This is an optimization exercise on Yosys and OpenROAD, whose aim is small area, a short achievable clock period and few clock cycles per item, not a production implementation.
The RTL was checked by simulation tests, not by an equivalence proof against the original design.
No activity file was given, so power comes from the tool's default toggle rates.

==> flow/design.v <==
package slum_pkg;
    localparam int LIST_DEPTH = 16;
    localparam int VAL_W = 32;
endpackage
module sorted_list_union_merge
#(
    parameter int DEPTH = slum_pkg::LIST_DEPTH,
    parameter int QD = 16
)
(
    input  logic    clk,
    input  logic    rst_n,
    input  logic    push,
    output logic    full,
    input  logic [33:0] item,
    output logic    empty,
    input  logic    pop,
    output logic [34:0] result
);
    localparam int VW = slum_pkg::VAL_W;
    localparam int CW = $clog2(DEPTH + 1);
    localparam int SD = QD - 2;
    function automatic logic [1:0] cmp_lt_gt(input logic [VW-1:0] a, input logic [VW-1:0] b);
        logic [VW-1:0] l;
        logic [VW-1:0] g;
        for (int k = 0; k < VW; k++)
        begin
            l[k] = ~a[k] & b[k];
            g[k] = a[k] & ~b[k];
        end
        l[VW-1] = a[VW-1] & ~b[VW-1];
        g[VW-1] = ~a[VW-1] & b[VW-1];
        for (int lv = 1; lv < VW; lv = lv * 2)
        begin
            for (int k = 0; k < VW / (2 * lv); k++)
            begin
                l[k] = l[2*k+1] | (~g[2*k+1] & l[2*k]);
                g[k] = g[2*k+1] | (~l[2*k+1] & g[2*k]);
            end
        end
        cmp_lt_gt = {l[0], g[0]};
    endfunction
    logic          in_valid;
    logic [1:0]    in_act;
    logic [VW-1:0] in_val;
    logic          in_dup;
    logic [3:0]    in_eq_i;
    logic [3:0]    in_eq_q;
    logic          in_ws;
    logic          in_nf;
    logic          in_ld_a;
    logic          in_ld_b;
    logic          accept;
    logic          proc;
    logic [3:0]    eq_q_new;
    logic          ws_new;
    logic          nf_new;
    logic          ld_a_new;
    logic          ld_b_new;
    assign accept = push && !full;
    always_ff @(posedge clk or negedge rst_n)
    begin
        if (!rst_n)
        begin
            in_valid <= 1'b0;
        end
        else if (accept)
        begin
            in_valid <= 1'b1;
        end
        else if (proc)
        begin
            in_valid <= 1'b0;
        end
    end
    always_ff @(posedge clk)
    begin
        if (accept)
        begin
            in_act <= item[33:32];
            in_val <= item[31:0];
            in_eq_i <= eq_in;
            in_eq_q <= eq_q_new;
            in_ws <= ws_new;
            in_nf <= nf_new;
            in_ld_a <= ld_a_new;
            in_ld_b <= ld_b_new;
        end
    end
    logic [CW-1:0] cnt_a;
    logic [CW-1:0] cnt_b;
    logic [CW-1:0] st_a;
    logic [CW-1:0] st_b;
    logic          ovf;
    logic          first_a;
    logic          first_b;
    logic [VW-1:0] qa [SD];
    logic [VW-1:0] qb [SD];
    logic [SD-1:0] sa_sel;
    logic [SD-1:0] sb_sel;
    logic [VW-1:0] ha;
    logic [VW-1:0] hb;
    logic [VW-1:0] ha2;
    logic [VW-1:0] hb2;
    logic          ha_v;
    logic          hb_v;
    logic          ha2_v;
    logic          hb2_v;
    logic          pend_v;
    logic is_a;
    logic is_b;
    logic is_m;
    logic room_a;
    logic room_b;
    logic blocked;
    logic wr_a;
    logic wr_b;
    logic do_m;
    assign is_a = in_valid && (in_act == 2'd0);
    assign is_b = in_valid && (in_act == 2'd1);
    assign is_m = in_valid && (in_act == 2'd2);
    assign room_a = !cnt_a[CW-1];
    assign room_b = !cnt_b[CW-1];
    assign in_dup = in_nf && (in_ws ? (&in_eq_i) : (&in_eq_q));
    assign blocked = (in_valid && in_ld_a && !in_dup && sa_sel[SD-1])
                  || (in_valid && in_ld_b && !in_dup && sb_sel[SD-1])
                  || (is_m && pend_v);
    assign proc = in_valid && !blocked;
    assign wr_a = in_valid && in_ld_a && !in_dup && !sa_sel[SD-1];
    assign wr_b = in_valid && in_ld_b && !in_dup && !sb_sel[SD-1];
    logic [3:0] eq_in;
    logic [3:0] eq_qa;
    logic [3:0] eq_qb;
    logic first_a_next;
    logic first_b_next;
    always_comb
    begin
        for (int k = 0; k < 4; k++)
        begin
            eq_in[k] = (item[8*k +: 8] == in_val[8*k +: 8]);
            eq_qa[k] = (item[8*k +: 8] == qa[0][8*k +: 8]);
            eq_qb[k] = (item[8*k +: 8] == qb[0][8*k +: 8]);
        end
    end
    assign first_a_next = do_m || (first_a && !(proc && is_a && room_a));
    assign first_b_next = do_m || (first_b && !(proc && is_b && room_b));
    assign eq_q_new = item[32] ? eq_qb : eq_qa;
    assign ws_new = item[32] ? wr_b : wr_a;
    assign nf_new = item[32] ? !first_b_next : !first_a_next;
    assign ld_a_new = (item[33:32] == 2'd0) && !n_cnt_a[CW-1];
    assign ld_b_new = (item[33:32] == 2'd1) && !n_cnt_b[CW-1];
    always_ff @(posedge clk or negedge rst_n)
    begin
        if (!rst_n)
        begin
            first_a <= 1'b1;
            first_b <= 1'b1;
        end
        else
        begin
            first_a <= first_a_next;
            first_b <= first_b_next;
        end
    end
    assign do_m = proc && is_m;
    always_ff @(posedge clk or negedge rst_n)
    begin
        if (!rst_n)
        begin
            cnt_a <= '0;
            cnt_b <= '0;
            st_a <= '0;
            st_b <= '0;
            ovf <= 1'b0;
        end
        else if (do_m)
        begin
            cnt_a <= '0;
            cnt_b <= '0;
            st_a <= '0;
            st_b <= '0;
            ovf <= 1'b0;
        end
        else if (proc)
        begin
            if (is_a)
            begin
                if (room_a)
                    cnt_a <= cnt_a + CW'(1);
                else
                    ovf <= 1'b1;
            end
            if (is_b)
            begin
                if (room_b)
                    cnt_b <= cnt_b + CW'(1);
                else
                    ovf <= 1'b1;
            end
            if (wr_a)
                st_a <= st_a + CW'(1);
            if (wr_b)
                st_b <= st_b + CW'(1);
        end
    end
    logic pop_a;
    logic pop_b;
    logic [VW-1:0] sha;
    logic [VW-1:0] shb;
    logic sa_empty;
    logic sb_empty;
    logic [SD-1:0] sa_sel_next;
    logic [SD-1:0] sb_sel_next;
    logic ha_v_next;
    logic hb_v_next;
    logic ha2_v_next;
    logic hb2_v_next;
    logic adv_a;
    logic adv_b;
    logic h2a_free;
    logic h2b_free;
    assign sa_empty = ~|sa_sel;
    assign sb_empty = ~|sb_sel;
    assign adv_a = (pop_a || !ha_v) && ha2_v;
    assign adv_b = (pop_b || !hb_v) && hb2_v;
    assign h2a_free = pop_a || !ha_v || !ha2_v;
    assign h2b_free = pop_b || !hb_v || !hb2_v;
    assign ha_v_next = pop_a ? ha2_v : (ha_v || ha2_v);
    assign hb_v_next = pop_b ? hb2_v : (hb_v || hb2_v);
    assign ha2_v_next = h2a_free ? (!sa_empty || wr_a) : 1'b1;
    assign hb2_v_next = h2b_free ? (!sb_empty || wr_b) : 1'b1;
    logic [SD-1:0] sa_sel_free;
    logic [SD-1:0] sb_sel_free;
    logic [SD-1:0] sa_sel_kept;
    logic [SD-1:0] sb_sel_kept;
    assign sa_sel_free = wr_a ? sa_sel : {1'b0, sa_sel[SD-1:1]};
    assign sb_sel_free = wr_b ? sb_sel : {1'b0, sb_sel[SD-1:1]};
    assign sa_sel_kept = wr_a ? {sa_sel[SD-2:0], sa_empty} : sa_sel;
    assign sb_sel_kept = wr_b ? {sb_sel[SD-2:0], sb_empty} : sb_sel;
    assign sa_sel_next = h2a_free ? sa_sel_free : sa_sel_kept;
    assign sb_sel_next = h2b_free ? sb_sel_free : sb_sel_kept;
    always_comb
    begin
        sha = '0;
        shb = '0;
        for (int k = 0; k < SD; k++)
        begin
            sha = sha | (qa[k] & {VW{sa_sel[k]}});
            shb = shb | (qb[k] & {VW{sb_sel[k]}});
        end
    end
    always_ff @(posedge clk)
    begin
        if (wr_a)
        begin
            qa[0] <= in_val;
            for (int k = 1; k < SD; k++)
                qa[k] <= qa[k-1];
        end
        if (wr_b)
        begin
            qb[0] <= in_val;
            for (int k = 1; k < SD; k++)
                qb[k] <= qb[k-1];
        end
        if (adv_a)
            ha <= ha2;
        if (adv_b)
            hb <= hb2;
        if (h2a_free)
            ha2 <= sa_empty ? in_val : sha;
        if (h2b_free)
            hb2 <= sb_empty ? in_val : shb;
    end
    always_ff @(posedge clk or negedge rst_n)
    begin
        if (!rst_n)
        begin
            sa_sel <= '0;
            sb_sel <= '0;
            ha_v <= 1'b0;
            hb_v <= 1'b0;
            ha2_v <= 1'b0;
            hb2_v <= 1'b0;
        end
        else
        begin
            sa_sel <= sa_sel_next;
            sb_sel <= sb_sel_next;
            ha_v <= ha_v_next;
            hb_v <= hb_v_next;
            ha2_v <= ha2_v_next;
            hb2_v <= hb2_v_next;
        end
    end
    logic [2*CW:0] pend;
    logic          cmd_take;
    logic          pend_load;
    logic          pend_v_next;
    always_ff @(posedge clk)
    begin
        if (pend_load)
            pend <= {st_a, st_b, ovf};
    end
    always_ff @(posedge clk or negedge rst_n)
    begin
        if (!rst_n)
        begin
            pend_v <= 1'b0;
        end
        else
        begin
            pend_v <= pend_v_next;
        end
    end
    logic          n_valid;
    logic [1:0]    n_act;
    logic [CW-1:0] n_cnt_a;
    logic [CW-1:0] n_cnt_b;
    logic          n_qa_full;
    logic          n_qb_full;
    assign n_valid = accept || (in_valid && !proc);
    assign n_act = accept ? item[33:32] : in_act;
    assign n_qa_full = sa_sel_next[SD-1];
    assign n_qb_full = sb_sel_next[SD-1];
    always_comb
    begin
        n_cnt_a = cnt_a;
        n_cnt_b = cnt_b;
        if (do_m)
        begin
            n_cnt_a = '0;
            n_cnt_b = '0;
        end
        else if (proc && is_a && room_a)
            n_cnt_a = cnt_a + CW'(1);
        else if (proc && is_b && room_b)
            n_cnt_b = cnt_b + CW'(1);
    end
    always_ff @(posedge clk or negedge rst_n)
    begin
        if (!rst_n)
        begin
            full <= 1'b0;
        end
        else
        begin
            full <= n_valid && (
                   (n_act == 2'd0 && !n_cnt_a[CW-1] && n_qa_full)
                || (n_act == 2'd1 && !n_cnt_b[CW-1] && n_qb_full)
                || (n_act == 2'd2 && pend_v_next));
        end
    end
    logic          act;
    logic [CW-1:0] ra;
    logic [CW-1:0] rb;
    logic          a0;
    logic          a1;
    logic          b0;
    logic          b1;
    logic          r_ovf;
    logic          f_lt;
    logic          f_gt;
    logic [1:0]    f_q;
    logic [1:0]    q_2h;
    logic [1:0]    q_h2;
    logic [1:0]    q_22;
    logic          s_22;
    logic          s_2h;
    logic          s_h2;
    logic          s_hh;
    logic [1:0]    c_2h;
    logic [1:0]    c_h2;
    logic [1:0]    c_22;
    logic          take_a;
    logic          take_b;
    logic          step;
    logic          done;
    logic [VW-1:0] r_val;
    logic          r_last;
    logic [2*CW:0] cmd_next;
    logic          o_valid;
    logic [34:0]   o_data;
    logic [34:0]   r_data;
    assign c_2h = cmp_lt_gt(ha2, hb);
    assign c_h2 = cmp_lt_gt(ha, hb2);
    assign c_22 = cmp_lt_gt(ha2, hb2);
    assign {f_lt, f_gt} = (q_22 & {2{s_22}}) | (q_2h & {2{s_2h}})
                        | (q_h2 & {2{s_h2}}) | (f_q & {2{s_hh}});
    assign take_a = !a0 && (b0 || !f_gt);
    assign take_b = !b0 && (a0 || !f_lt);
    assign step = act && (!o_valid || pop);
    assign pop_a = step && take_a;
    assign pop_b = step && take_b;
    assign r_last = (take_a ? a1 : a0) && (take_b ? b1 : b0);
    assign r_val = (ha & {VW{take_a}}) | (hb & {VW{take_b && !take_a}});
    assign done = !act || (step && r_last);
    assign cmd_take = done && (pend_v || do_m);
    assign cmd_next = pend_v ? pend : {st_a, st_b, ovf};
    assign pend_load = do_m && (pend_v || !done);
    assign pend_v_next = pend_load || (pend_v && !done);
    always_ff @(posedge clk or negedge rst_n)
    begin
        if (!rst_n)
        begin
            act <= 1'b0;
        end
        else
        begin
            if (done)
                act <= cmd_take;
        end
    end
    always_ff @(posedge clk)
    begin
        f_q <= {f_lt, f_gt};
        q_2h <= c_2h;
        q_h2 <= c_h2;
        q_22 <= c_22;
        s_22 <= adv_a && adv_b;
        s_2h <= adv_a && !adv_b;
        s_h2 <= !adv_a && adv_b;
        s_hh <= !adv_a && !adv_b;
        if (done)
        begin
            {ra, rb, r_ovf} <= cmd_next;
            a0 <= (cmd_next[2*CW:CW+1] == CW'(0));
            a1 <= (cmd_next[2*CW:CW+1] == CW'(1));
            b0 <= (cmd_next[CW:1] == CW'(0));
            b1 <= (cmd_next[CW:1] == CW'(1));
        end
        else if (step)
        begin
            if (take_a)
            begin
                ra <= ra - CW'(1);
                a0 <= a1;
                a1 <= (ra == CW'(2));
            end
            if (take_b)
            begin
                rb <= rb - CW'(1);
                b0 <= b1;
                b1 <= (rb == CW'(2));
            end
        end
    end
    assign r_data = {r_val, r_last, a0 && b0, r_ovf};
    always_ff @(posedge clk or negedge rst_n)
    begin
        if (!rst_n)
        begin
            o_valid <= 1'b0;
        end
        else if (step)
        begin
            o_valid <= 1'b1;
        end
        else if (pop)
        begin
            o_valid <= 1'b0;
        end
    end
    always_ff @(posedge clk)
    begin
        if (step)
            o_data <= r_data;
    end
    assign empty = !o_valid;
    assign result = o_data;
endmodule
==> flow/run.sh <==
#!/bin/bash
# synth_recipe.tcl (not shown) runs the flow's synth.tcl, then flattens the netlist and writes it again
# the make line also repeats each setting of config.mk as NAME=value (left out here)
make -C /OpenROAD-flow-scripts/flow DESIGN_CONFIG=/design/flow/config.mk WORK_HOME=/design/flow/orfs CLKGATE_MAP_FILE= SYNTH_SCRIPT=/design/flow/synth_recipe.tcl finish
==> flow/config.mk <==
export PLATFORM = sky130hd
export DESIGN_NAME = sorted_list_union_merge
export DESIGN_NICKNAME = sorted_list_union_merge
export VERILOG_FILES = /design/flow/design.v
export SDC_FILE = /design/flow/constraint.sdc
export NUM_CORES = 4
export LEC_CHECK = 0
export CAP_MARGIN = 20
export CORE_MARGIN = 2
export CORE_UTILIZATION = 55
export CTS_CLUSTER_DIAMETER = 80
export CTS_CLUSTER_SIZE = 24
export SETUP_SLACK_MARGIN = 2.9
export SLEW_MARGIN = 20
export TNS_END_PERCENT = 2
==> flow/constraint.sdc <==
create_clock -name core_clock -period 5.0 [get_ports {clk}]
set_input_delay 1.0000 -clock core_clock [delete_from_list [all_inputs] [get_ports {clk}]]
set_output_delay 1.0000 -clock core_clock [all_outputs]
set_load 0.01 [all_outputs]
==> run_results.csv, run 1 <==
group,metric,value,unit
worst_setup_path,r2r_slack,2.65,ns
timing,clock_skew,0.0334,ns
timing,min_period,2.37,ns
global_routing,first_global_vias,26300,
global_routing,groute.layer.met1.usage,0.409,
place,post-dp-hpwl,73800,microns
floorplan,core,0.0849,sq mm
worst_setup_path,critical_path.max_stage_delay,0.51,ns
worst_setup_path,r2r_start,"s_h2",
worst_setup_path,r2r_end,"o_data[3]",
worst_setup_path,path_delay_family,"flip-flops",
clocking,cts_root_buf,"clkbuf_16",
global_routing,busiest_grt_layer,"met2",
worst_setup_path,crit_path_cell_trace,"buf_2",
timing,endpoints_failing_setup,0,
clocking,ctsHoldBuffers,0,
place,routabilityCongestion,0.886,
timing,timing_max_transition_violations_final,0,
detailed_routing,drt-pass1-iter-count,8,
floorplan,total_i_o_pin_count,75,
detailed_routing,remaining_drc_errors,0,
worst_setup_path,critPathBufInv,1,
clocking,cts_buffer_depth,3,
timing,max_freq,422,MHz
detailed_routing,vias,27700,
global_routing,global_route.usage.met2,0.444,
timing,actual_transition_at_the_worst_max_transition_pin,0.955,ns
finish,drive_above_1_share,0.112,
floorplan,die_h,296,microns
synthesis,post_synth_instance_area,0.0469,sq mm
synthesis,ys_dominant_reg_cell,"edfxtp_1",
global_routing,grt_pass1_wl,178000,microns
detailed_routing,drt_first_iter_violations,3501,
synthesis,synth_edf_count,1129,
timing,grt_setup_unrepaired,"true",
finish,seqCellArea,0.0357,sq mm
detailed_routing,detail_route.wirelength,125000,microns
timing,period_utilisation_layout,0.474,
worst_setup_path,critPathMaxFanout,1,
hold_path,worstHoldPathType,"input port to async pin",
floorplan,num_rows,107,
timing,max_slew_margin,0.364,
global_routing,grt_antenna_before_repair,1,
finish,finalInstanceArea,0.0521,sq mm
place,placement.io_buffers,74,
pwr,power_per_cell_area,528,mW/mm^2
worst_setup_path,worstSetupStartpointType,"flip-flop",
clocking,clkSlewWorstSetupHoldPaths,0.10,ns
clocking,clock_latency,0.68,ns
finish,fin_nets,3007,
worst_setup_path,timing.critical_path.required,4.00,ns
synthesis,synth.ff_latch_count,1203,
global_routing,grt_overflow,0,
synthesis,number_of_warnings_printed_during_yosys_synthesis,3,
clocking,cts.sink_count,1203,
global_routing,global_route.usage.met3,0.0310,
worst_setup_path,timing.critical_path.arrival,1.37,ns
worst_setup_path,path_class,"flip-flop to output port",
finish,antenna_cells,0,
place,postPlaceCellArea,0.0490,sq mm
clocking,cts_inserted_buffers,58,
synthesis,synth.yosys.seq_area_share,0.761,
detailed_routing,detail_route.wl_per_cell,30.2,microns
synthesis,netlist_instances,2850,
floorplan,die_w,296,microns
worst_setup_path,r2r.worst_path.cells,6,
worst_setup_path,worst_setup_path_end_kind,"output port",
clocking,tritoncts,"yes",
finish,multi_input_area,0.0108,sq mm
global_routing,maximum_number_of_pins_on_one_net_before_global_route_repair,71,
floorplan,floorplan.initialDensity,0.552,
detailed_routing,viasPerCell,6.71,
clocking,cts-htree-levels,2,
timing,timing.hold.ws,0.442,ns
finish,fillerInstances,6320,
pwr,irDropWorstVdd,0.339,mV
synthesis,mappedNetlistNets,2898,
synthesis,synth_async_sr_flop_share,0.0499,
detailed_routing,ant_nets,0,
outcome,outcome,"no timing/DRC/antenna violations",
worst_setup_path,cp_slowest_cell,"edfxtp_1",
timing,finalHoldViolCount,0,
finish,synthToLayoutAreaGrowth,11.1,%
floorplan,design.die.area,0.0876,sq mm
synthesis,ys_types,71,
synthesis,syn_area_per_cell,16.5,sq um
global_routing,grt_util_all_layers,0.278,
job,cap_viol_max_count,0,
pwr,total_leakage_power,16.8,nW
## flip-flops by register name, indices dropped and copies added (netlist names), 11 cells and up
signal / cells
ha: 32
hb: 32
sb_sel: 14
ha2: 32
qa: 448
qb: 448
hb2: 32
sa_sel: 14
in_val: 32
o_data: 35
pend: 11
## kinds of logic (layout without fill, tap and decap cells)
kind of cell,count (synthesis),after routing,share of synthesized area
flops,1203,1203,0.761
compound gates,749,749,0.128
simple gates,462,464,0.0480
buf+inv,218,356,0.0179
xor+xnor,86,86,0.0161
fa+ha+maj,84,84,0.0188
mux,48,48,0.0103
## synthesized netlist by cell type, drive strengths merged, types with 31 or more instances
library cell	n	area, sq um
edfxtp	1129	33900
a221oi	193	1710
nor2	165	622
a22o	162	1420
a22oi	132	991
clkbuf	129	484
nand2	110	413
maj3	74	756
a41oi	64	561
dfrtp	58	1450
inv	58	218
o21ai	55	275
nand2b	48	300
mux2i	45	450
xor2	44	385
a21oi	43	230
nor2b	42	263
xnor2	42	368
buf	31	136
## layer usage
layer | part of all wire | wire (microns)
met1 | 0.41 | 51600
met2 | 0.48 | 59500
met3 | 0.081 | 10100
met4 | 0.029 | 3640
met5 | 0 | 0
## cells in the final DEF (no fill, tap or decap), types with 17 or more instances in the layout
| cell | instances |
|---|---|
| maj3_1 | 56 |
| a41oi_1 | 61 |
| a22o_1 | 162 |
| nand2b_1 | 44 |
| nand4_1 | 23 |
| xor2_1 | 43 |
| inv_1 | 52 |
| clkdlybuf4s50_1 | 35 |
| maj3_2 | 18 |
| clkbuf_1 | 19 |
| nand2_1 | 103 |
| buf_4 | 84 |
| a21oi_1 | 29 |
| dlygate4sd2_1 | 17 |
| clkbuf_16 | 65 |
| dfrtp_1 | 50 |
| xnor2_1 | 41 |
| nor2b_1 | 41 |
| a221oi_1 | 192 |
| o22ai_1 | 26 |
| edfxtp_1 | 1129 |
| mux2i_1 | 44 |
| nor2_1 | 157 |
| a22oi_1 | 132 |
| o21ai_0 | 38 |
## per-stage QoR
step	utilization	setup slack [ns]	total power [mW]	cells	TNS (ns)
6_report	0.614	2.63	27.5	4134	0
5_1_grt	0.614	2.56	28.5	4134	0
4_1_cts	0.603	2.61	27.1	4080	0
3_5_place_dp	0.577	1.43	21.5	3961	0
3_3_place_gp	0.577	1.50	21.3	3961	0
2_1_floorplan	-	-3.62	18.8	2850	-2126.46
## worst max path at each step
stage / from / endpoint / depth (start not counted)
6_report: o_data[10] / result[10] / 1
5_1_grt: ha2[8] / q_2h[1] / 7
4_1_cts: o_data[20] / result[20] / 1
3_5_place_dp: pop / sa_sel[9] / 7
3_3_place_gp: pop / sa_sel[6] / 7
2_1_floorplan: in_eq_q[2] / st_a[2] / 9
## report_power, final
group / switching, mW / internal (mW)
sequential: 1.54 / 13.6
combinational: 4.62 / 2.33
clock: 3.10 / 2.28
total: 9.26 / 18.2
## cell type report
class | instances | share of cell area
clock inverter | 10 | 0.00171
timing repair inverter | 3 | 0.000528
clock buffer | 81 | 0.0309
multi-input combinational | 1431 | 0.208
timing repair buffer | 204 | 0.0415
sequential | 1203 | 0.685
inverter | 58 | 0.00492
tap | 1144 | 0.0275
## timing repair
action | in CTS | in global routing
setup buffers | 15 | 46
resized for setup | 141 | 103
cloned | 13 | 7
pin swaps | 7 | 31
endpoints found under the setup margin | 1297 | 1211
Testbench counts, summed over its fixed seeds: cycles 8,611, results 6,673.
==> inputs of run 2 (changes only) <==
--- a/flow/config.mk
+++ b/flow/config.mk
@@ -12,4 +12,4 @@
 export CTS_CLUSTER_SIZE = 24
 export SETUP_SLACK_MARGIN = 2.9
 export SLEW_MARGIN = 20
-export TNS_END_PERCENT = 2
+export TNS_END_PERCENT = 0
==> run_results.csv, run 2 <==
group,metric,value,unit
timing,grt_setup_unrepaired,"true",
finish,drive_above_1_share,0.0910,
timing,max_freq,424,MHz
timing,timing_max_transition_violations_final,0,
clocking,clkSlewWorstSetupHoldPaths,0.10,ns
finish,most-common-layout-cells,"edfxtp_1, a221oi_1, a22o_1, nor2_1, a22oi_1",
timing,max_slew_margin,0.358,
synthesis,synth.ff_latch_count,1203,
outcome,outcome,"no timing/DRC/antenna violations",
detailed_routing,vias,27500,
global_routing,maximum_number_of_pins_on_one_net_before_global_route_repair,95,
synthesis,netlist_instances,2850,
synthesis,synthMostInstantiatedCell,"edfxtp_1",
synthesis,synth_async_sr_flop_share,0.0499,
worst_setup_path,critPathBufInv,2,
finish,most_common_cell_after_layout_fill_and_taps_aside,"edfxtp_1",
finish,seqCellArea,0.0357,sq mm
finish,multi_input_area,0.0106,sq mm
worst_setup_path,path_class,"input port to flip-flop",
worst_setup_path,critical_path.max_stage_delay,0.47,ns
detailed_routing,remaining_drc_errors,0,
finish,fin_nets,2988,
floorplan,floorplan.initialDensity,0.552,
clocking,cts_buffer_depth,3,
synthesis,most_numerous_cell_types_in_the_synthesized_netlist,"edfxtp_1, a221oi_1, nor2_1",
place,place_ws,1.59,ns
floorplan,design.die.area,0.0876,sq mm
synthesis,synth_edf_count,1129,
worst_setup_path,path_delay_family,"buffers and inverters",
clocking,cts_inserted_buffers,57,
finish,fillerInstances,6400,
detailed_routing,detail_route.wl_per_cell,30.1,microns
synthesis,synth_top_area_share,0.723,
worst_setup_path,cp_slowest_cell,"clkdlybuf4s50_1",
floorplan,total_i_o_pin_count,75,
place,post-dp-hpwl,74900,microns
timing,min_period,2.36,ns
floorplan,num_rows,107,
worst_setup_path,worst_setup_path_end_kind,"flip-flop",
place,routabilityCongestion,0.880,
clocking,cts.sink_count,1203,
job,cap_viol_max_count,0,
clocking,cts-htree-levels,2,
synthesis,synthTopCellsByArea,"edfxtp_1, a221oi_1, dfrtp_1",
synthesis,syn_area_per_cell,16.5,sq um
worst_setup_path,timing.critical_path.arrival,2.90,ns
pwr,power_per_cell_area,526,mW/mm^2
synthesis,synth.yosys.seq_area_share,0.761,
detailed_routing,detail_route.wirelength,124000,microns
pwr,total_leakage_power,16.8,nW
worst_setup_path,worstSetupStartpointType,"input port",
clocking,cts_root_buf,"clkbuf_16",
place,placement.io_buffers,74,
clocking,tritoncts,"yes",
global_routing,grt_util_all_layers,0.275,
synthesis,number_of_warnings_printed_during_yosys_synthesis,3,
synthesis,mappedNetlistNets,2898,
timing,actual_transition_at_the_worst_max_transition_pin,0.962,ns
detailed_routing,drt-pass1-iter-count,6,
finish,synthToLayoutAreaGrowth,10.2,%
synthesis,post_synth_instance_area,0.0469,sq mm
worst_setup_path,critPathMaxFanout,12,
worst_setup_path,crit_path_cell_trace,"clkdlybuf4s50_1, nand2b_1, nand2_4, o311ai_4, buf_4, nand2_1, o22ai_1, nor2_1",
timing,setup-tns-final,0,ns
hold_path,worstHoldPathType,"flip-flop to flip-flop",
global_routing,grt_pass1_wl,176000,microns
timing,finalHoldViolCount,0,
global_routing,grt_overflow,0,
synthesis,ys_dominant_reg_cell,"edfxtp_1",
floorplan,core,0.0849,sq mm
finish,largestRegisters,"qa: 448 flops, qb: 448 flops, o_data: 35 flops",
worst_setup_path,timing.critical_path.required,5.54,ns
synthesis,synth.largest_area_cell,"edfxtp_1",
clocking,clock_latency,0.66,ns
timing,final_critical_path_setup_slack,2.64,ns
detailed_routing,drt_first_iter_violations,3378,
detailed_routing,viasPerCell,6.69,
synthesis,ys_types,71,
detailed_routing,ant_nets,0,
floorplan,die_h,296,microns
timing,clock_skew,0.0269,ns
clocking,ctsHoldBuffers,0,
timing,period_utilisation_layout,0.471,
floorplan,die_w,296,microns
timing,endpoints_failing_setup,0,
global_routing,grt_antenna_before_repair,0,
global_routing,first_global_vias,26200,
pwr,irDropWorstVdd,0.346,mV
## run 2: cell families (layout without fill, tap and decap cells)
family                   Yosys count  in the layout  synth area share
buffers and inverters            218            333            0.0179
other                              0              1                 0
adder cells (fa/ha/maj)           84             84            0.0188
flip-flops                      1203           1203             0.761
XOR/XNOR                          86             87            0.0161
multiplexers                      48             48            0.0103
AND/OR/NAND/NOR                  462            463            0.0480
AO/OA/AOI/OAI                    749            749             0.128
## run 2: path summary, 6_finish.rpt
kind / start / end / slack, ns / cells past startpoint
worst max-delay path: pop / sa_sel[9] / 2.64 / 8
worst min-delay path: r_ovf / o_data[0] / 0.44 / 0
worst max register to register: sa_sel[2] / ha2[6] / 2.65 / 6
worst min register to register: r_ovf / o_data[0] / 0.44 / 0
max in group asynchronous: rst_n / hb2_v / 3.86 / 2
min in group asynchronous: rst_n / sa_sel[8] / 0.52 / 2
## run 2: metal layers
layer,GRT usage,wire [microns]
met5,0,0
met1,0.409,52800
met3,0.0340,9620
met4,0.0742,3610
met2,0.434,57800
## run 2: stage by stage
| step | hold WS, ns | cells | utilization | area, sq um | power, mW |
|---|---|---|---|---|---|
| after CTS | 0.440 | 4069 | 0.599 | 50900 | 26.8 |
| final | 0.440 | 4112 | 0.609 | 51700 | 27.2 |
| after detailed placement | 0.419 | 3968 | 0.577 | 49000 | 21.5 |
| after global routing | 0.444 | 4111 | 0.609 | 51700 | 28.2 |
| after floorplan | 0.400 | 2850 | - | 46900 | 18.8 |
| after global placement | 0.426 | 3967 | 0.577 | 49000 | 21.3 |
## run 2: repair_timing
item | in CTS | in global routing
buffers inserted | 10 | 32
endpoints found under the setup margin | 1295 | 1248
pin swaps | 4 | 8
gates resized for setup | 18 | 139
gates cloned | 5 | 10
hold endpoints to repair | 0 | 0
## run 2: cell type report
class                           instances  share of cell area
Sequential cell                      1203               0.691
Clock buffer                           77              0.0303
Antenna cell                            1           0.0000484
Multi-Input combinational cell       1431               0.206
Clock inverter                          9             0.00128
Inverter                               58             0.00479
Tap cell                             1144              0.0277
Timing Repair Buffer                  185              0.0388
Timing Repair inverter                  4            0.000702
## run 2: power breakdown
part | switching, mW | internal, mW
combinational | 4.72 | 2.22
sequential | 1.34 | 13.6
clock | 3.05 | 2.21
total | 9.11 | 18.1
==> inputs of run 3 (changes only) <==
--- a/flow/config.mk
+++ b/flow/config.mk
@@ -12,4 +12,4 @@
 export CTS_CLUSTER_SIZE = 24
 export SETUP_SLACK_MARGIN = 2.9
 export SLEW_MARGIN = 20
-export TNS_END_PERCENT = 0
+export TNS_END_PERCENT = 10
==> run_results.csv, run 3 <==
group,metric,value,unit
finish,fin_nets,3039,
timing,timing.hold.ws,0.440,ns
finish,fin_cells,4166,
floorplan,floorplan.initialDensity,0.552,
finish,drive_above_1_share,0.130,
place,place_ws,1.43,ns
worst_setup_path,timing.critical_path.required,4.00,ns
clocking,clkSlewWorstSetupHoldPaths,0.10,ns
global_routing,grt_antenna_before_repair,1,
timing,setup-tns-final,0,ns
worst_setup_path,worst_setup_path_end_kind,"output port",
global_routing,maximum_number_of_pins_on_one_net_before_global_route_repair,71,
clocking,cts_inserted_buffers,58,
timing,final_critical_path_setup_slack,2.63,ns
worst_setup_path,r2r_slack,2.64,ns
timing,timing_max_transition_violations_final,0,
timing,min_period,2.37,ns
synthesis,synthTopCellsByArea,"edfxtp_1, a221oi_1, dfrtp_1",
synthesis,synthMostInstantiatedCell,"edfxtp_1",
worst_setup_path,critPathMaxFanout,1,
floorplan,core,0.0849,sq mm
job,cap_viol_max_count,0,
detailed_routing,remaining_drc_errors,0,
clocking,cts_root_buf,"clkbuf_16",
synthesis,synth_async_sr_flop_share,0.0499,
synthesis,synth_top_area_share,0.723,
clocking,clock_latency,0.67,ns
finish,largestRegisters,"qa: 448 flops, qb: 448 flops, o_data: 35 flops",
synthesis,synth_edf_count,1129,
clocking,ctsHoldBuffers,0,
detailed_routing,detail_route.wirelength,126000,microns
detailed_routing,detail_route.wl_per_cell,30.4,microns
synthesis,synth.ff_latch_count,1203,
detailed_routing,viasPerCell,6.70,
global_routing,grt_overflow,0,
global_routing,grt_pass1_wl,179000,microns
outcome,outcome,"no timing/DRC/antenna violations",
worst_setup_path,path_class,"flip-flop to output port",
finish,most-common-layout-cells,"edfxtp_1, a221oi_1, a22o_1, nor2_1, a22oi_1",
detailed_routing,ant_nets,0,
timing,finalHoldViolCount,0,
detailed_routing,drt_first_iter_violations,3711,
timing,period_utilisation_layout,0.473,
timing,max_freq,423,MHz
synthesis,ys_types,71,
finish,synthToLayoutAreaGrowth,12.6,%
hold_path,worstHoldPathType,"input port to async pin",
synthesis,synth.largest_area_cell,"edfxtp_1",
worst_setup_path,critPathBufInv,1,
worst_setup_path,timing.critical_path.arrival,1.37,ns
timing,endpoints_failing_setup,0,
place,post-place-cells,3961,
synthesis,netlist_instances,2850,
place,routabilityCongestion,0.886,
worst_setup_path,crit_path_cell_trace,"buf_2",
synthesis,post_synth_instance_area,0.0469,sq mm
finish,most_common_cell_after_layout_fill_and_taps_aside,"edfxtp_1",
floorplan,design.die.area,0.0876,sq mm
worst_setup_path,r2r.worst_path.cells,4,
clocking,tritoncts,"yes",
pwr,irDropWorstVdd,0.320,mV
detailed_routing,vias,27900,
floorplan,die_h,296,microns
floorplan,num_rows,107,
place,postPlaceCellArea,0.0490,sq mm
clocking,cts-htree-levels,2,
place,placement.io_buffers,74,
place,post-dp-hpwl,73800,microns
detailed_routing,drt-pass1-iter-count,7,
finish,finalInstanceArea,0.0528,sq mm
clocking,cts_buffer_depth,3,
worst_setup_path,path_delay_family,"flip-flops",
timing,max_slew_margin,0.357,
global_routing,grt_util_all_layers,0.279,
global_routing,first_global_vias,26300,
timing,grt_setup_unrepaired,"true",
pwr,total_leakage_power,17.1,nW
synthesis,number_of_warnings_printed_during_yosys_synthesis,3,
timing,actual_transition_at_the_worst_max_transition_pin,0.965,ns
synthesis,ys_dominant_reg_cell,"edfxtp_1",
timing,clock_skew,0.0294,ns
synthesis,mappedNetlistNets,2898,
worst_setup_path,worstSetupStartpointType,"flip-flop",
clocking,cts.sink_count,1203,
floorplan,total_i_o_pin_count,75,
worst_setup_path,critical_path.max_stage_delay,0.51,ns
worst_setup_path,cp_slowest_cell,"edfxtp_1",
floorplan,die_w,296,microns
synthesis,synth.yosys.seq_area_share,0.761,
pwr,power_per_cell_area,531,mW/mm^2
worst_setup_path,r2r_end,"hb2[31]",
synthesis,most_numerous_cell_types_in_the_synthesized_netlist,"edfxtp_1, a221oi_1, nor2_1",
finish,antenna_cells,0,
synthesis,syn_area_per_cell,16.5,sq um
worst_setup_path,r2r_start,"sb_sel[1]",
==> run 3: stage by stage <==
stage	power [mW]	util
2_1_floorplan	18.8	-
3_3_place_gp	21.3	0.577
3_5_place_dp	21.5	0.577
4_1_cts	27.2	0.605
5_1_grt	29.0	0.622
6_report	28.0	0.622
==> run 3: power by group <==
group / switching (mW) / total (mW) / internal (mW)
sequential: 1.54 / 15.2 / 13.6
clock: 3.11 / 5.39 / 2.28
combinational: 4.82 / 7.48 / 2.66
total: 9.47 / 28.0 / 18.6
==> run 3: kinds of logic (layout without fill, tap and decap cells) <==
logic type | count (synthesis) | count (layout) | share of synthesized area
adders and majority gates | 84 | 84 | 0.0188
DFF | 1203 | 1203 | 0.761
muxes | 48 | 48 | 0.0103
and+or+nand+nor | 462 | 465 | 0.0480
AOI/OAI and AO/OA | 749 | 749 | 0.128
xor gates and xnor gates | 86 | 87 | 0.0161
buffers and inverters | 218 | 386 | 0.0179
==> run 3: worst max-delay path by stage <==
stage | slack [ns] | start | cells after the start | endpoint
6_report | 2.63 | o_data[20] | 1 | result[20]
5_1_grt | 2.59 | o_data[10] | 1 | result[10]
2_1_floorplan | -3.62 | in_eq_q[2] | 9 | st_a[2]
3_3_place_gp | 1.50 | pop | 7 | sa_sel[6]
4_1_cts | 2.61 | o_data[20] | 1 | result[20]
3_5_place_dp | 1.43 | pop | 7 | sa_sel[9]
==> run 3: layout make-up <==
type | instances | area, sq um
repair buffers | 233 | 2650
fillers | 6263 | 32100
well taps | 1144 | 1430
flip-flops and latches | 1203 | 35700
multi-input cells | 1433 | 11000
inverters | 58 | 256
clock buffers | 81 | 1610
clock inverters | 10 | 88.8
repair inverters | 4 | 36.3
==> run 3: routing by layer <==
metal / GRT usage / up-vias / share of wire
met4: 0.0825 / 0 / 0.029
met5: 0 / - / 0
met2: 0.445 / 1415 / 0.48
met3: 0.0311 / 185 / 0.080
li1: - / 11800 / -
met1: 0.411 / 14500 / 0.41
==> run 3: timing repair <==
item,in CTS,in global routing
pin swaps,7,42
gates resized for setup,147,159
buffers inserted,15,68
gates cloned,17,13
endpoints found under the setup margin,1297,1219
==> inputs of run 4 (changes only) <==
--- a/flow/config.mk
+++ b/flow/config.mk
@@ -7,9 +7,9 @@
 export LEC_CHECK = 0
 export CAP_MARGIN = 20
 export CORE_MARGIN = 2
-export CORE_UTILIZATION = 55
+export CORE_UTILIZATION = 70
 export CTS_CLUSTER_DIAMETER = 80
 export CTS_CLUSTER_SIZE = 24
 export SETUP_SLACK_MARGIN = 2.9
 export SLEW_MARGIN = 20
-export TNS_END_PERCENT = 10
+export TNS_END_PERCENT = 2
==> run_results.csv, run 4 <==
group,metric,value,unit
timing,finalHoldViolCount,0,
finish,synthToLayoutAreaGrowth,10.2,%
synthesis,synth.ff_latch_count,1203,
place,place_ws,1.42,ns
finish,fin_nets,2996,
timing,endpoints_failing_setup,0,
clocking,cts_buffer_depth,3,
global_routing,grt_pass1_wl,175000,microns
hold_path,worstHoldPathType,"flip-flop to flip-flop",
synthesis,synthMostInstantiatedCell,"edfxtp_1",
pwr,power_per_cell_area,531,mW/mm^2
timing,timing_max_transition_violations_final,0,
floorplan,core,0.0660,sq mm
detailed_routing,remaining_drc_errors,0,
floorplan,design.die.area,0.0691,sq mm
clocking,tritoncts,"yes",
detailed_routing,ant_nets,0,
timing,clock_skew,0.0303,ns
floorplan,floorplan.initialDensity,0.711,
synthesis,syn_area_per_cell,16.5,sq um
synthesis,synth_top_area_share,0.723,
timing,actual_transition_at_the_worst_max_transition_pin,1.09,ns
global_routing,grt_overflow,0,
place,placement.io_buffers,74,
worst_setup_path,worstSetupStartpointType,"flip-flop",
clocking,cts.sink_count,1203,
detailed_routing,drt-pass1-iter-count,6,
outcome,outcome,"no timing/DRC/antenna violations",
synthesis,ys_types,71,
clocking,cts_inserted_buffers,56,
global_routing,grt_antenna_before_repair,1,
clocking,cts_root_buf,"clkbuf_16",
synthesis,number_of_warnings_printed_during_yosys_synthesis,3,
worst_setup_path,critical_path.max_stage_delay,0.69,ns
worst_setup_path,critPathMaxFanout,15,
pwr,total_leakage_power,16.7,nW
synthesis,synth_async_sr_flop_share,0.0499,
clocking,ctsHoldBuffers,0,
finish,drive_above_1_share,0.0989,
detailed_routing,viasPerCell,7.39,
synthesis,netlist_instances,2850,
detailed_routing,detail_route.wl_per_cell,31.7,microns
worst_setup_path,r2r_slack,2.42,ns
detailed_routing,vias,28500,
pwr,irDropWorstVdd,0.439,mV
pwr,power_total,27.5,mW
global_routing,maximum_number_of_pins_on_one_net_before_global_route_repair,91,
place,routabilityCongestion,0.914,
worst_setup_path,timing.critical_path.required,5.36,ns
finish,most_common_cell_after_layout_fill_and_taps_aside,"edfxtp_1",
timing,final_critical_path_setup_slack,2.42,ns
synthesis,synth.yosys.seq_area_share,0.761,
detailed_routing,detail_route.wirelength,122000,microns
detailed_routing,drt_first_iter_violations,4159,
synthesis,post_synth_instance_area,0.0469,sq mm
synthesis,synthTopCellsByArea,"edfxtp_1, a221oi_1, dfrtp_1",
job,cap_viol_max_count,0,
floorplan,num_rows,94,
finish,largestRegisters,"qa: 448 flops, qb: 448 flops, o_data: 35 flops",
timing,max_slew_margin,0.276,
timing,grt_setup_unrepaired,"true",
floorplan,die_h,263,microns
place,post-dp-hpwl,72700,microns
worst_setup_path,crit_path_cell_trace,"nor4_1, nand4_1, buf_6, a41oi_1",
synthesis,ys_dominant_reg_cell,"edfxtp_1",
finish,seqCellArea,0.0357,sq mm
clocking,clkSlewWorstSetupHoldPaths,0.10,ns
worst_setup_path,cp_slowest_cell,"a41oi_1",
worst_setup_path,timing.critical_path.arrival,2.94,ns
worst_setup_path,path_delay_family,"simple AND/OR/NAND/NOR gates",
clocking,cts-htree-levels,2,
finish,fillerInstances,3548,
synthesis,synth_edf_count,1129,
finish,multi_input_area,0.0107,sq mm
finish,most-common-layout-cells,"edfxtp_1, a221oi_1, a22o_1, nor2_1, a22oi_1",
synthesis,synth.largest_area_cell,"edfxtp_1",
floorplan,total_i_o_pin_count,75,
synthesis,mappedNetlistNets,2898,
timing,min_period,2.58,ns
worst_setup_path,path_class,"flip-flop to flip-flop",
timing,max_freq,387,MHz
floorplan,die_w,263,microns
global_routing,grt_util_all_layers,0.344,
worst_setup_path,worst_setup_path_end_kind,"flip-flop",
timing,period_utilisation_layout,0.516,
synthesis,most_numerous_cell_types_in_the_synthesized_netlist,"edfxtp_1, a221oi_1, nor2_1",
worst_setup_path,critPathBufInv,1,
global_routing,first_global_vias,27200,
clocking,clock_latency,0.67,ns
[run 4: cell types whose count changed in the layout (fill, tap and decap cells not counted), sizes merged, moves of 2 or more]
cell / previous run / this run
clkdlybuf4s15: 6 / 4
dlymetal6s2s: 3 / 1
clkinv: 6 / 2
buf: 159 / 120
clkinvlp: 4 / 2
nor2: 167 / 165
inv: 61 / 56
clkbuf: 93 / 97
dlygate4sd2: 17 / 29
bufbuf: 2 / 4
[run 4: stage by stage]
stage                      util  cells   TNS, ns  hold slack (ns)  instance area (sq um)
final                     0.783   3849         0            0.439                  51700
after global routing      0.783   3848         0            0.445                  51700
after CTS                 0.772   3808         0            0.442                  50900
after detailed placement  0.737   3685         0            0.426                  48600
after global placement    0.737   3684         0            0.428                  48600
after floorplan               -   2850  -2126.46            0.400                  46900
[run 4: power breakdown]
group          total [mW]  internal, mW  switching [mW]  leakage, nW
Sequential           15.1          13.6            1.51         10.8
Combinational        7.12          2.42            4.71         5.13
Clock                5.20          2.21            2.99        0.784
Total                27.5          18.3            9.20         16.7
[run 4: routing by layer]
metal	track usage	vias up	wire length [microns]
met3	0.0503	309	13300
met5	0	-	9
met2	0.524	2028	56200
met1	0.504	14400	46100
met4	0.157	2	6200
li1	-	11700	-
[run 4: area by class of cell]
cell class                 instances  area share
timing repair inverter             1    0.000169
multi-input combinational       1431       0.208
antenna                            1   0.0000484
clock buffer                      92      0.0310
inverter                          58     0.00489
clock inverter                     2    0.000630
tap                              864      0.0209
timing repair buffer             197      0.0433
sequential                      1203       0.691
[run 4: cell families after synthesis]
family	Yosys count	share of synthesized area
buffers and inverters	218	0.0179
muxes	48	0.0103
xor gates and xnor gates	86	0.0161
and+or+nand+nor	462	0.0480
adders and majority gates	84	0.0188
AOI/OAI and AO/OA	749	0.128
DFF	1203	0.761
[run 4: timing repair]
item	in CTS	in global routing
endpoints found under the setup margin	1263	1254
pin swaps	6	21
endpoints found under the hold margin	0	0
resized for setup	106	92
buffers inserted	19	35
gates cloned	10	5
[run 4: worst register-to-register path, stage by stage, from the launching register on]
cell     delay (ns)
dfrtp_2        0.44
nor4_1         0.37
nand4_1        0.43
buf_6          0.32
a41oi_1        0.70
[run 4: path summary, 6_finish.rpt]
kind / from / cells after the start / endpoint
max: sa_sel[13] / 4 / ha2[9]
min in group asynchronous: rst_n / 2 / sa_sel[10]
min reg2reg: qa[6][7] / 0 / qa[7][7]
max in group asynchronous: rst_n / 2 / sb_sel[13]
max reg2reg: sa_sel[13] / 4 / ha2[9]
min: qa[6][7] / 0 / qa[7][7]

[port drivers added, routing unchanged]
The results above use ideal ports. As a check the final layouts listed here were re-extracted and re-timed, cells and wires unchanged. Step 1, drivers: a clkbuf_16 drives clk and a buf_2 each remaining input, both assumed. Step 2 times the ports against the registers' clock, not the clock port: input delays grow and output delays shrink by t, the midpoint of the rising clock arrivals with the driver on. Three values: no drivers, after step 1, after step 2; two values: the first two.
run	t, ns	slack for setup (ns)	worst hold slack (ns)	worst setup path at the end
run 1	0.726	2.629 / 2.560 / 1.979	0.442 / 0.413 / 0.442	input to register
run 2	0.716	2.643 / 2.599 / 1.966	0.440 / 0.440 / 0.440	input to register
run 3	0.726	2.635 / 2.566 / 1.976	0.440 / 0.410 / 0.445	input to register
run 4	0.728	2.418 / 2.418 / 1.917	0.439 / 0.439 / 0.439	input to register
After both steps setup and hold are still met in every run listed. For run 2, which loses most, drivers alone change the setup slack by -0.044 ns; drivers and shift together by -0.677 ns.
